Background: an optimization exercise with open tools, aiming at small area, a short achievable clock period and few clock cycles. Do not read the settings as production practice.
Function was checked by simulation only, so behaviour that the tests miss may differ from the original.

## run P
==> module mem_subsystem, before the edit <==
module mem_subsystem (
    input  logic        clk_in,
    input  logic        rst_in,
    input  logic        rdy_in,
    input  logic [31:0] fetch_addr,
    output logic        fetch_hit,
    output logic [31:0] fetch_inst,
    input  logic        ld_valid,
    input  logic [31:0] ld_addr,
    input  logic [1:0]  ld_len,
    input  logic        ld_sext,
    input  logic [3:0]  ld_tag_in,
    output logic        ld_full,
    output logic        ld_done,
    output logic [31:0] ld_data,
    output logic [3:0]  ld_tag,
    input  logic        st_valid,
    input  logic [31:0] st_addr,
    input  logic [31:0] st_data,
    input  logic [1:0]  st_len,
    output logic        st_full,
    output logic        st_done,
    input  logic        io_buffer_full,
    input  logic [7:0]  mem_din,
    output logic [7:0]  mem_dout,
    output logic [31:0] mem_a,
    output logic        mem_wr
);
    logic        fm;
    logic        lm;
    logic        sm;
    logic [15:0] ra;
    logic [2:0]  rb;
    logic        dv;       
    logic [23:0] w;
    logic [1:0]  k;        
    logic [1:0]  last;     
    logic        sext_q;
    logic        st_done_q;
    logic        io_ok;    
    logic        hr;       
    logic        fetch_mode;
    logic        st_io;
    logic        ld_acc;
    logic        st_acc;
    logic        acc;
    logic        wide;
    logic        match;
    logic        cap;
    logic        restart;
    logic [17:0] port_a;
    logic [2:0]  rb_next;
    logic [31:0] raw;
    assign fetch_mode = fm;
    assign st_io = (st_addr[17:16] == 2'b11);
    assign ld_full = !fetch_mode;
    assign st_full = !fetch_mode || ld_valid || (st_io && !io_ok);
    assign ld_acc = fetch_mode && ld_valid;
    assign st_acc = fetch_mode && st_valid && !ld_valid && (io_ok || !st_io);
    assign acc = ld_acc || st_acc;
    assign wide = ld_valid ? (ld_len != 2'd0) : (st_len != 2'd0);
    assign match = (fetch_addr[17:2] == ra);
    assign cap = dv && match;
    assign fetch_hit = hr && match;
    assign fetch_inst = {mem_din, w};
    assign restart = !match || (rb[2] && !dv);
    assign port_a = ld_acc ? ld_addr[17:0] : st_acc ? st_addr[17:0] : {ra + {15'd0, rb[2]}, rb[1:0]};
    assign rb_next = {1'b0, port_a[1:0]} + 3'd1;
    assign mem_a = {14'd0, port_a};
    assign mem_wr = sm || st_acc;
    assign mem_dout = fetch_mode ? st_data[7:0] : w[7:0];
    assign st_done = st_done_q;
    assign ld_done = lm && (k == last);
    always_comb begin
        case (last)
            2'd0: raw = {{24{sext_q & mem_din[7]}}, mem_din};
            2'd1: raw = {{16{sext_q & mem_din[7]}}, mem_din, w[23:16]};
            default: raw = {mem_din, w};
        endcase
    end
    assign ld_data = raw;
    always_ff @(posedge clk_in) begin
        if (rdy_in) begin
            io_ok <= !io_buffer_full;
        end else if (rst_in) begin
            io_ok <= 1'b0;
        end
    end
    always_ff @(posedge clk_in) begin
        if (rst_in) begin
            fm <= 1'b1;
            lm <= 1'b0;
            sm <= 1'b0;
            dv <= 1'b0;
            hr <= 1'b0;
            st_done_q <= 1'b0;
            ra <= fetch_addr[17:2];
            rb <= 3'd0;
        end else if (rdy_in) begin
            st_done_q <= 1'b0;
            hr <= 1'b0;
            if (fm) begin
                    if (cap && !rb[2]) begin
                        w <= {mem_din, w[23:8]};
                    end
                    if (acc) begin
                        dv <= 1'b0;
                        k <= 2'd0;
                        if (ld_acc) begin
                            fm <= 1'b0;
                            lm <= 1'b1;
                            last <= ld_len;
                            sext_q <= ld_sext;
                            ld_tag <= ld_tag_in;
                        end else if (wide) begin
                            fm <= 1'b0;
                            sm <= 1'b1;
                            k <= 2'd1;
                            last <= st_len;
                            w <= st_data[31:8];
                        end else begin
                            st_done_q <= 1'b1;
                        end
                        if (wide) begin
                            ra <= port_a[17:2];
                            rb <= rb_next;
                        end
                    end else if (restart) begin
                        ra <= fetch_addr[17:2];
                        rb <= 3'd0;
                        dv <= 1'b0;
                    end else begin
                        ra <= port_a[17:2];
                        rb <= rb_next;
                        dv <= 1'b1;
                        hr <= (port_a[1:0] == 2'd3);
                    end
            end else if (lm) begin
                    if (k == last) begin
                        lm <= 1'b0;
                        fm <= 1'b1;
                        if (restart) begin
                            ra <= fetch_addr[17:2];
                            rb <= 3'd0;
                            dv <= 1'b0;
                        end else begin
                            ra <= port_a[17:2];
                            rb <= rb_next;
                            dv <= 1'b1;
                            hr <= (port_a[1:0] == 2'd3);
                        end
                    end else begin
                        k <= k + 2'd1;
                        w <= {mem_din, w[23:8]};
                        if (k + 2'd1 == last) begin
                            ra <= fetch_addr[17:2];
                            rb <= 3'd0;
                        end else begin
                            ra <= port_a[17:2];
                            rb <= rb_next;
                        end
                    end
            end else begin
                    if (k == last) begin
                        sm <= 1'b0;
                        fm <= 1'b1;
                        st_done_q <= 1'b1;
                        ra <= fetch_addr[17:2];
                        rb <= 3'd0;
                        dv <= 1'b0;
                    end else begin
                        k <= k + 2'd1;
                        w <= {8'd0, w[23:8]};
                        ra <= port_a[17:2];
                        rb <= rb_next;
                    end
            end
        end
    end
endmodule
export LEC_CHECK = 0
export CAP_MARGIN = 20
export CORE_MARGIN = 2
export CORE_UTILIZATION = 40
export SETUP_SLACK_MARGIN = 3
export SLEW_MARGIN = 20
create_clock -name core_clock -period 7.0 [get_ports {clk_in}]
standard.sh (not shown) runs the stock make flow with config.mk's settings and CLKGATE_MAP_FILE= SYNTH_SCRIPT=/design/flow/synth_recipe.tcl, a recipe that flattens the netlist after the stock synthesis.
==> flow/flow/run.sh <==
#!/bin/bash
# Standard layout, with the port buffers made from the smallest buffer cell.
export BUFFER_PORTS_ARGS="-buffer_cell sky130_fd_sc_hd__buf_1"
bash standard.sh > standard.log 2>&1
Testbench counts of run P, summed over its fixed seeds: cycles 24,672.
For run Z, these inputs were changed with respect to run P:
==> flow/design.v, changed modules only <==
module mem_subsystem (
    input  logic        clk_in,
    input  logic        rst_in,
    input  logic        rdy_in,
    input  logic [31:0] fetch_addr,
    output logic        fetch_hit,
    output logic [31:0] fetch_inst,
    input  logic        ld_valid,
    input  logic [31:0] ld_addr,
    input  logic [1:0]  ld_len,
    input  logic        ld_sext,
    input  logic [3:0]  ld_tag_in,
    output logic        ld_full,
    output logic        ld_done,
    output logic [31:0] ld_data,
    output logic [3:0]  ld_tag,
    input  logic        st_valid,
    input  logic [31:0] st_addr,
    input  logic [31:0] st_data,
    input  logic [1:0]  st_len,
    output logic        st_full,
    output logic        st_done,
    input  logic        io_buffer_full,
    input  logic [7:0]  mem_din,
    output logic [7:0]  mem_dout,
    output logic [31:0] mem_a,
    output logic        mem_wr
);
    localparam logic [1:0] M_FETCH = 2'd0;
    localparam logic [1:0] M_LOAD  = 2'd1;
    localparam logic [1:0] M_STORE = 2'd2;
    logic [1:0]  mode;
    logic [15:0] ra;
    logic [2:0]  rb;
    logic        dv;       
    logic [23:0] w;
    logic [1:0]  k;        
    logic [1:0]  last;     
    logic        sext_q;
    logic        st_done_q;
    logic        io_ok;    
    logic        fetch_mode;
    logic        st_io;
    logic        ld_acc;
    logic        st_acc;
    logic        acc;
    logic        wide;
    logic        match;
    logic        cap;
    logic        restart;
    logic [17:0] port_a;
    logic [2:0]  rb_next;
    logic [31:0] raw;
    assign fetch_mode = (mode == M_FETCH);
    assign st_io = (st_addr[17:16] == 2'b11);
    assign ld_full = !fetch_mode;
    assign st_full = !fetch_mode || ld_valid || (st_io && !io_ok);
    assign ld_acc = fetch_mode && ld_valid;
    assign st_acc = fetch_mode && st_valid && !ld_valid && (io_ok || !st_io);
    assign acc = ld_acc || st_acc;
    assign wide = ld_valid ? (ld_len != 2'd0) : (st_len != 2'd0);
    assign match = (fetch_addr[17:2] == ra);
    assign cap = dv && match;
    assign fetch_hit = fetch_mode && cap && rb[2];
    assign fetch_inst = {mem_din, w};
    assign restart = !match || (rb[2] && !dv);
    assign port_a = ld_acc ? ld_addr[17:0] : st_acc ? st_addr[17:0] : {ra + {15'd0, rb[2]}, rb[1:0]};
    assign rb_next = {1'b0, port_a[1:0]} + 3'd1;
    assign mem_a = {14'd0, port_a};
    assign mem_wr = (mode == M_STORE) || st_acc;
    assign mem_dout = fetch_mode ? st_data[7:0] : w[7:0];
    assign st_done = st_done_q;
    assign ld_done = (mode == M_LOAD) && (k == last);
    always_comb begin
        case (last)
            2'd0: raw = {{24{sext_q & mem_din[7]}}, mem_din};
            2'd1: raw = {{16{sext_q & mem_din[7]}}, mem_din, w[23:16]};
            default: raw = {mem_din, w};
        endcase
    end
    assign ld_data = raw;
    always_ff @(posedge clk_in) begin
        if (rdy_in) begin
            io_ok <= !io_buffer_full;
        end
    end
    always_ff @(posedge clk_in) begin
        if (rst_in) begin
            mode <= M_FETCH;
            dv <= 1'b0;
            st_done_q <= 1'b0;
            ra <= fetch_addr[17:2];
            rb <= 3'd0;
        end else if (rdy_in) begin
            st_done_q <= 1'b0;
            case (mode)
                M_FETCH: begin
                    if (cap && !rb[2]) begin
                        w <= {mem_din, w[23:8]};
                    end
                    if (acc) begin
                        dv <= 1'b0;
                        k <= 2'd0;
                        if (ld_acc) begin
                            mode <= M_LOAD;
                            last <= ld_len;
                            sext_q <= ld_sext;
                            ld_tag <= ld_tag_in;
                        end else if (wide) begin
                            mode <= M_STORE;
                            k <= 2'd1;
                            last <= st_len;
                            w <= st_data[31:8];
                        end else begin
                            st_done_q <= 1'b1;
                        end
                        if (wide) begin
                            ra <= port_a[17:2];
                            rb <= rb_next;
                        end
                    end else if (restart) begin
                        ra <= fetch_addr[17:2];
                        rb <= 3'd0;
                        dv <= 1'b0;
                    end else begin
                        ra <= port_a[17:2];
                        rb <= rb_next;
                        dv <= 1'b1;
                    end
                end
                M_LOAD: begin
                    if (k == last) begin
                        mode <= M_FETCH;
                        if (restart) begin
                            ra <= fetch_addr[17:2];
                            rb <= 3'd0;
                            dv <= 1'b0;
                        end else begin
                            ra <= port_a[17:2];
                            rb <= rb_next;
                            dv <= 1'b1;
                        end
                    end else begin
                        k <= k + 2'd1;
                        w <= {mem_din, w[23:8]};
                        if (k + 2'd1 == last) begin
                            ra <= fetch_addr[17:2];
                            rb <= 3'd0;
                        end else begin
                            ra <= port_a[17:2];
                            rb <= rb_next;
                        end
                    end
                end
                default: begin
                    if (k == last) begin
                        mode <= M_FETCH;
                        st_done_q <= 1'b1;
                        ra <= fetch_addr[17:2];
                        rb <= 3'd0;
                        dv <= 1'b0;
                    end else begin
                        k <= k + 2'd1;
                        w <= {8'd0, w[23:8]};
                        ra <= port_a[17:2];
                        rb <= rb_next;
                    end
                end
            endcase
        end
    end
endmodule
## What came out
Run Z went all the way through the flow, and no timing, DRC or antenna check failed.
The lower sequential cell area came out of run Z.
Non-clock buffer count, run P and run Z: higher on run Z
In the metrics for run P and run Z, the one carrying the lower shortest clock period the worst path allows after layout is run P.
Per the comparison of run Z with run P, wire length of the first global-routing pass lower; area after synthesis now smaller.
NOTE first-iteration DRC count run P->run Z increased by more than 10%
Worst setup slack, run P and run Z: higher on run P
Count of cells along the worst register-to-register path: run P vs run Z identical
Overall fraction of global-route tracks in use was lower in run P than in run Z.
Run Z vs. run P: via count normalized by instance count climbed 1.9%, relative area change from synthesis to final layout climbed 1.0 points, flip-flop and latch count dropped 2, met1 routed wirelength after detailed routing dropped 1.4%.
Critical path depth in run Z is 1 higher than in run P
Testbench counts of run Z, summed over its fixed seeds: cycles 24,672.

afterwards: timing with drivers on the ports:
How much do the figures lean on ideal ports? The routed layouts below were timed once more, with nothing changed but the port constraints. Step 1 sets driving cells, clkbuf_16 on the clock port and buf_2 on the other inputs (assumed; they add their load-dependent delay and slew). Step 2 also shifts input and output timing later by t, the mid clock arrival at the registers, as if the neighbouring blocks saw the same clock. Three values: ideal, step 1, step 2; two values: the first two.
run	shift t [ns]	setup slack, ns	slew at the worst register clock pin (ns)
run P	0.365	3.021 / 2.991 / 2.991	0.06 / 0.06
run Z	0.378	2.955 / 2.903 / 2.794	0.08 / 0.08
After both steps setup and hold are still met in every run listed. For run Z, which loses most, drivers alone change the setup slack by -0.052 ns; drivers and shift together by -0.161 ns.
